Context: an optimization exercise on an open-source flow, tuned for small area. The choices shown serve that exercise and are no tape-out recipe. At most, simulation tests tie the RTL to the original design; equivalence was not proved.

run C:
==> module bus_decode, before the edit <==
module bus_decode (
    input  logic               clk,
    input  logic               reset_n,
    input  vid_pkg::cmd_t               cmd_in,
    input  logic [31:0]        addr_data_in,
    output logic               en,
    output logic [vid_pkg::div_w-1:0]   pix_div,
    output logic [vid_pkg::count_w-1:0] h_size,
    output logic [vid_pkg::count_w-1:0] h_end,
    output logic [vid_pkg::count_w-1:0] hs_start,
    output logic [vid_pkg::count_w-1:0] hs_end,
    output logic [vid_pkg::count_w-1:0] v_size,
    output logic [vid_pkg::count_w-1:0] v_end,
    output logic [vid_pkg::count_w-1:0] vs_start,
    output logic [vid_pkg::count_w-1:0] vs_end,
    output logic [31:0]        base_addr,
    output logic [31:0]        line_inc,
    output logic               rd_valid,
    output vid_pkg::pixel_t             rd_pixel
);
    localparam logic [3:0] sel_ctrl = 4'h0;
    localparam logic [3:0] sel_h1   = 4'h5;
    localparam logic [3:0] sel_h2   = 4'h6;
    localparam logic [3:0] sel_v1   = 4'h7;
    localparam logic [3:0] sel_v2   = 4'h8;
    localparam logic [3:0] sel_base = 4'h9;
    localparam logic [3:0] sel_linc = 4'ha;
    localparam logic [3:0] sel_none = 4'hf;
    logic [3:0] reg_sel;
    logic [3:0] addr_sel;
    vid_pkg::bus_word_u   word;
    assign addr_sel = (addr_data_in[31:7] == '0 && addr_data_in[2:0] == '0) ? addr_data_in[6:3] : sel_none;
    always_ff @(posedge clk or negedge reset_n) begin
        if (!reset_n) begin
            reg_sel <= sel_ctrl;
        end else if (cmd_in == vid_pkg::cmd_addr) begin
            reg_sel <= addr_sel;
        end
    end
    logic        clr;
    logic        wr;
    logic [31:0] wdata;
    always_ff @(posedge clk or negedge reset_n) begin
        if (!reset_n) begin
            clr <= 1'b1;
        end else begin
            clr <= 1'b0;
        end
    end
    assign wr    = (cmd_in == vid_pkg::cmd_write);
    assign wdata = addr_data_in & {32{!clr}};
    assign word  = wdata;
    always_ff @(posedge clk or negedge reset_n) begin
        if (!reset_n) begin
            en        <= 1'b0;
            base_addr <= '0;
        end else if (wr) begin
            if (reg_sel == sel_ctrl) begin
                en <= addr_data_in[vid_pkg::ctrl_en_bit];
            end
            if (reg_sel == sel_base) begin
                base_addr <= addr_data_in;
            end
        end
    end
    always_ff @(posedge clk) begin
        if (wr && reg_sel == sel_ctrl) begin
            pix_div <= addr_data_in[vid_pkg::ctrl_div_lsb +: vid_pkg::div_w];
        end
        if ((wr && reg_sel == sel_h1) || clr) begin
            h_size <= word.span.hi;
            h_end  <= word.span.lo;
        end
        if ((wr && reg_sel == sel_h2) || clr) begin
            hs_start <= word.span.hi;
            hs_end   <= word.span.lo;
        end
        if ((wr && reg_sel == sel_v1) || clr) begin
            v_size <= word.span.hi;
            v_end  <= word.span.lo;
        end
        if ((wr && reg_sel == sel_v2) || clr) begin
            vs_start <= word.span.hi;
            vs_end   <= word.span.lo;
        end
        if ((wr && reg_sel == sel_linc) || clr) begin
            line_inc <= wdata;
        end
    end
    assign rd_valid = (cmd_in == vid_pkg::cmd_read_data);
    assign rd_pixel = addr_data_in[23:0];
endmodule
==> module fetch_engine, before the edit <==
module fetch_engine (
    input  logic               clk,
    input  logic               reset_n,
    input  logic               en,
    input  logic [31:0]        base_addr,
    input  logic [31:0]        line_inc,
    input  logic [vid_pkg::count_w-1:0] h_size,
    input  logic [vid_pkg::count_w-1:0] v_size,
    input  logic               above_thresh,
    input  logic               rd_valid,
    output logic               req,
    output logic [31:0]        req_addr
);
    logic [vid_pkg::count_w-1:0] word_cnt;
    logic [vid_pkg::count_w-1:0] line_cnt;
    logic [31:0]        line_start;
    logic               at_line_start;  
    logic [vid_pkg::count_w-1:0] word_nxt;
    logic [vid_pkg::count_w-1:0] line_nxt;
    logic               word_last;
    logic               line_last;
    logic [29:0]        addr_inc;
    logic               outstanding;  
    logic               issue;
    assign issue     = en && !outstanding && !above_thresh;
    assign word_nxt  = word_cnt + 1'b1;  
    assign line_nxt  = line_cnt + 1'b1;
    assign word_last = (word_cnt == h_size);
    assign line_last = (line_cnt == v_size);  
    assign addr_inc  = req_addr[31:2] + 30'(issue);
    always_ff @(posedge clk or negedge reset_n) begin
        if (!reset_n) begin
            outstanding <= 1'b0;
        end else if (issue) begin
            outstanding <= 1'b1;
        end else if (rd_valid) begin
            outstanding <= 1'b0;
        end
    end
    always_ff @(posedge clk or negedge reset_n) begin
        if (!reset_n) begin
            req      <= 1'b0;
            req_addr <= '0;
        end else begin
            req <= issue;
            if (issue && at_line_start) begin
                req_addr <= line_start;
            end else begin
                req_addr <= {addr_inc, req_addr[1:0]};
            end
        end
    end
    always_ff @(posedge clk) begin
        if (!en) begin
            word_cnt      <= 13'd1;
            line_cnt      <= 13'd1;
            line_start    <= base_addr;
            at_line_start <= 1'b1;
        end else if (issue) begin
            if (word_last) begin
                word_cnt      <= 13'd1;
                at_line_start <= 1'b1;
                if (line_last) begin
                    line_cnt   <= 13'd1;  
                    line_start <= base_addr;
                end else begin
                    line_cnt   <= line_nxt;
                    line_start <= line_start + line_inc;
                end
            end else begin
                word_cnt      <= word_nxt;
                at_line_start <= 1'b0;
            end
        end
    end
endmodule
==> flow/config.mk <==
export PLATFORM = sky130hd
export DESIGN_NAME = video_ctrl
export DESIGN_NICKNAME = video_ctrl
export VERILOG_FILES = /design/flow/design.v
export SDC_FILE = /design/flow/constraint.sdc
export NUM_CORES = 4
export LEC_CHECK = 0
export CAP_MARGIN = 0
export CORE_MARGIN = 2
export CORE_UTILIZATION = 60
export SLEW_MARGIN = 0
==> flow/constraint.sdc <==
create_clock -name core_clock -period 5.0 [get_ports {clk}]
set_input_delay 1.0000 -clock core_clock [delete_from_list [all_inputs] [get_ports {clk}]]
set_output_delay 1.0000 -clock core_clock [all_outputs]
set_load 0.01 [all_outputs]
standard.sh (not shown) runs the stock make flow with config.mk's settings and CLKGATE_MAP_FILE= SYNTH_SCRIPT=/design/flow/synth_recipe.tcl, a recipe that flattens the netlist after the stock synthesis.
==> flow/flow/run.sh <==
#!/bin/bash
# Standard ORFS layout (the standard.sh) with these changes:
# - an area-oriented ABC mapping script (flow/abc.script) in place of the speed one,
# - the smallest buffer (buf_1) on the I/O ports,
# - a clock tree of clkbuf_8 with larger sink clusters and no dummy loads,
# - power (area) recovery after global routing, followed by a design repair
#   pass so that the downsizing leaves no slew or capacitance violations.
# All tool output goes to standard.log here; ORFS also keeps its per-step logs
# under orfs/logs.
set -euo pipefail
S=$PWD/scripts_mod
rm -rf "$S"
cp -r "$FLOW_HOME/scripts" "$S"
cp flow/abc.script "$S/abc_speed.script"
python3 flow/grt_patch.py "$S/global_route.tcl"
bash standard.sh SCRIPTS_DIR="$S" \
  "BUFFER_PORTS_ARGS=-buffer_cell sky130_fd_sc_hd__buf_1" \
  "CTS_ARGS=-sink_clustering_enable -repair_clock_nets -dont_use_dummy_load -buf_list sky130_fd_sc_hd__clkbuf_8 -sink_clustering_size 16 -sink_clustering_max_diameter 100" \
  RECOVER_POWER=100 finish > standard.log 2>&1
==> flow/flow/abc.script <==
strash
ifraig
scorr
dc2
strash
dch -f
&get -n
&nf -p -F 8 -A 4 -D 4500
&put
topo
==> flow/flow/grt_patch.py <==
import sys
p = sys.argv[1]
s = open(p).read()
old = "  recover_power_helper\n"
new = """  recover_power_helper
  if { $::env(RECOVER_POWER) != 0 } {
    # Downsizing can leave slew or capacitance violations: repair them
    repair_design_helper
    log_cmd detailed_placement
  }
"""
assert s.count(old) == 1
open(p, 'w').write(s.replace(old, new))
[inputs] run B vs run C
diff --git a/flow/design.v b/flow/design.v
--- a/flow/design.v
+++ b/flow/design.v
@@ -70,16 +70,27 @@
     output vid_pkg::pixel_t             rd_pixel
 );
-    localparam logic [3:0] sel_ctrl = 4'h0;
-    localparam logic [3:0] sel_h1   = 4'h5;
-    localparam logic [3:0] sel_h2   = 4'h6;
-    localparam logic [3:0] sel_v1   = 4'h7;
-    localparam logic [3:0] sel_v2   = 4'h8;
-    localparam logic [3:0] sel_base = 4'h9;
-    localparam logic [3:0] sel_linc = 4'ha;
-    localparam logic [3:0] sel_none = 4'hf;
-    logic [3:0] reg_sel;
-    logic [3:0] addr_sel;
+    localparam logic [2:0] sel_ctrl = 3'd0;
+    localparam logic [2:0] sel_h1   = 3'd1;
+    localparam logic [2:0] sel_h2   = 3'd2;
+    localparam logic [2:0] sel_v1   = 3'd3;
+    localparam logic [2:0] sel_v2   = 3'd4;
+    localparam logic [2:0] sel_base = 3'd5;
+    localparam logic [2:0] sel_linc = 3'd6;
+    localparam logic [2:0] sel_none = 3'd7;
+    logic [2:0] reg_sel;
+    logic [2:0] addr_sel;
     vid_pkg::bus_word_u   word;
-    assign addr_sel = (addr_data_in[31:7] == '0 && addr_data_in[2:0] == '0) ? addr_data_in[6:3] : sel_none;
+    always_comb begin
+        case (addr_data_in)
+            vid_pkg::addr_ctrl:    addr_sel = sel_ctrl;
+            vid_pkg::addr_h1:      addr_sel = sel_h1;
+            vid_pkg::addr_h2:      addr_sel = sel_h2;
+            vid_pkg::addr_v1:      addr_sel = sel_v1;
+            vid_pkg::addr_v2:      addr_sel = sel_v2;
+            vid_pkg::addr_base:    addr_sel = sel_base;
+            vid_pkg::addr_lineinc: addr_sel = sel_linc;
+            default:               addr_sel = sel_none;
+        endcase
+    end
     always_ff @(posedge clk or negedge reset_n) begin
         if (!reset_n) begin
@@ -231,8 +242,8 @@
     logic               issue;
     assign issue     = en && !outstanding && !above_thresh;
-    assign word_nxt  = word_cnt + 1'b1;  
+    assign word_nxt  = word_cnt + 1'b1;
     assign line_nxt  = line_cnt + 1'b1;
-    assign word_last = (word_cnt == h_size);
-    assign line_last = (line_cnt == v_size);  
+    assign word_last = (word_nxt == h_size);  
+    assign line_last = (line_nxt == v_size);
     assign addr_inc  = req_addr[31:2] + 30'(issue);
     always_ff @(posedge clk or negedge reset_n) begin
@@ -260,14 +271,14 @@
     always_ff @(posedge clk) begin
         if (!en) begin
-            word_cnt      <= 13'd1;
-            line_cnt      <= 13'd1;
+            word_cnt      <= '0;
+            line_cnt      <= '0;
             line_start    <= base_addr;
             at_line_start <= 1'b1;
         end else if (issue) begin
             if (word_last) begin
-                word_cnt      <= 13'd1;
+                word_cnt      <= '0;
                 at_line_start <= 1'b1;
                 if (line_last) begin
-                    line_cnt   <= 13'd1;  
+                    line_cnt   <= '0;  
                     line_start <= base_addr;
                 end else begin
Notes after the runs:
Compared with run C, in run B met2 wirelength from detailed routing saw a decrease; net count after synthesis saw an increase.
Routed wire length on run B is up relative to run C.
Run C has higher worst setup slack after placement than run B.
Synthesized cell count was higher in the run labelled run B.
No functional check of the RTL was part of run C.

-- separate check: timing with driven ports --
Ports are ideal in the flow. The routed layouts listed here were re-timed in OpenROAD. Step 1, drivers: a clkbuf_16 drives clk and a buf_2 each remaining input, both assumed. Step 2 adds t to the input delays and takes it off the output delays; t is the mean of the earliest and latest rising clock arrival at the registers after step 1. Input paths then give back, and output paths get back, about the clock's delay inside the block. Slacks: ideal / step 1 / step 2; pairs: ideal / step 1.
run | shift t [ns] | setup WS [ns] | worst setup path at the end | latest minus earliest clock arrival (ns) | slew at the worst register clock pin (ns)
run C | 0.703 | 0.280 / 0.280 / 0.280 | register to register | 0.088 / 0.088 | 0.12 / 0.12
run B | 0.708 | 0.363 / 0.363 / 0.363 | register to register | 0.074 / 0.074 | 0.11 / 0.11
After both steps setup and hold are still met in every run listed.
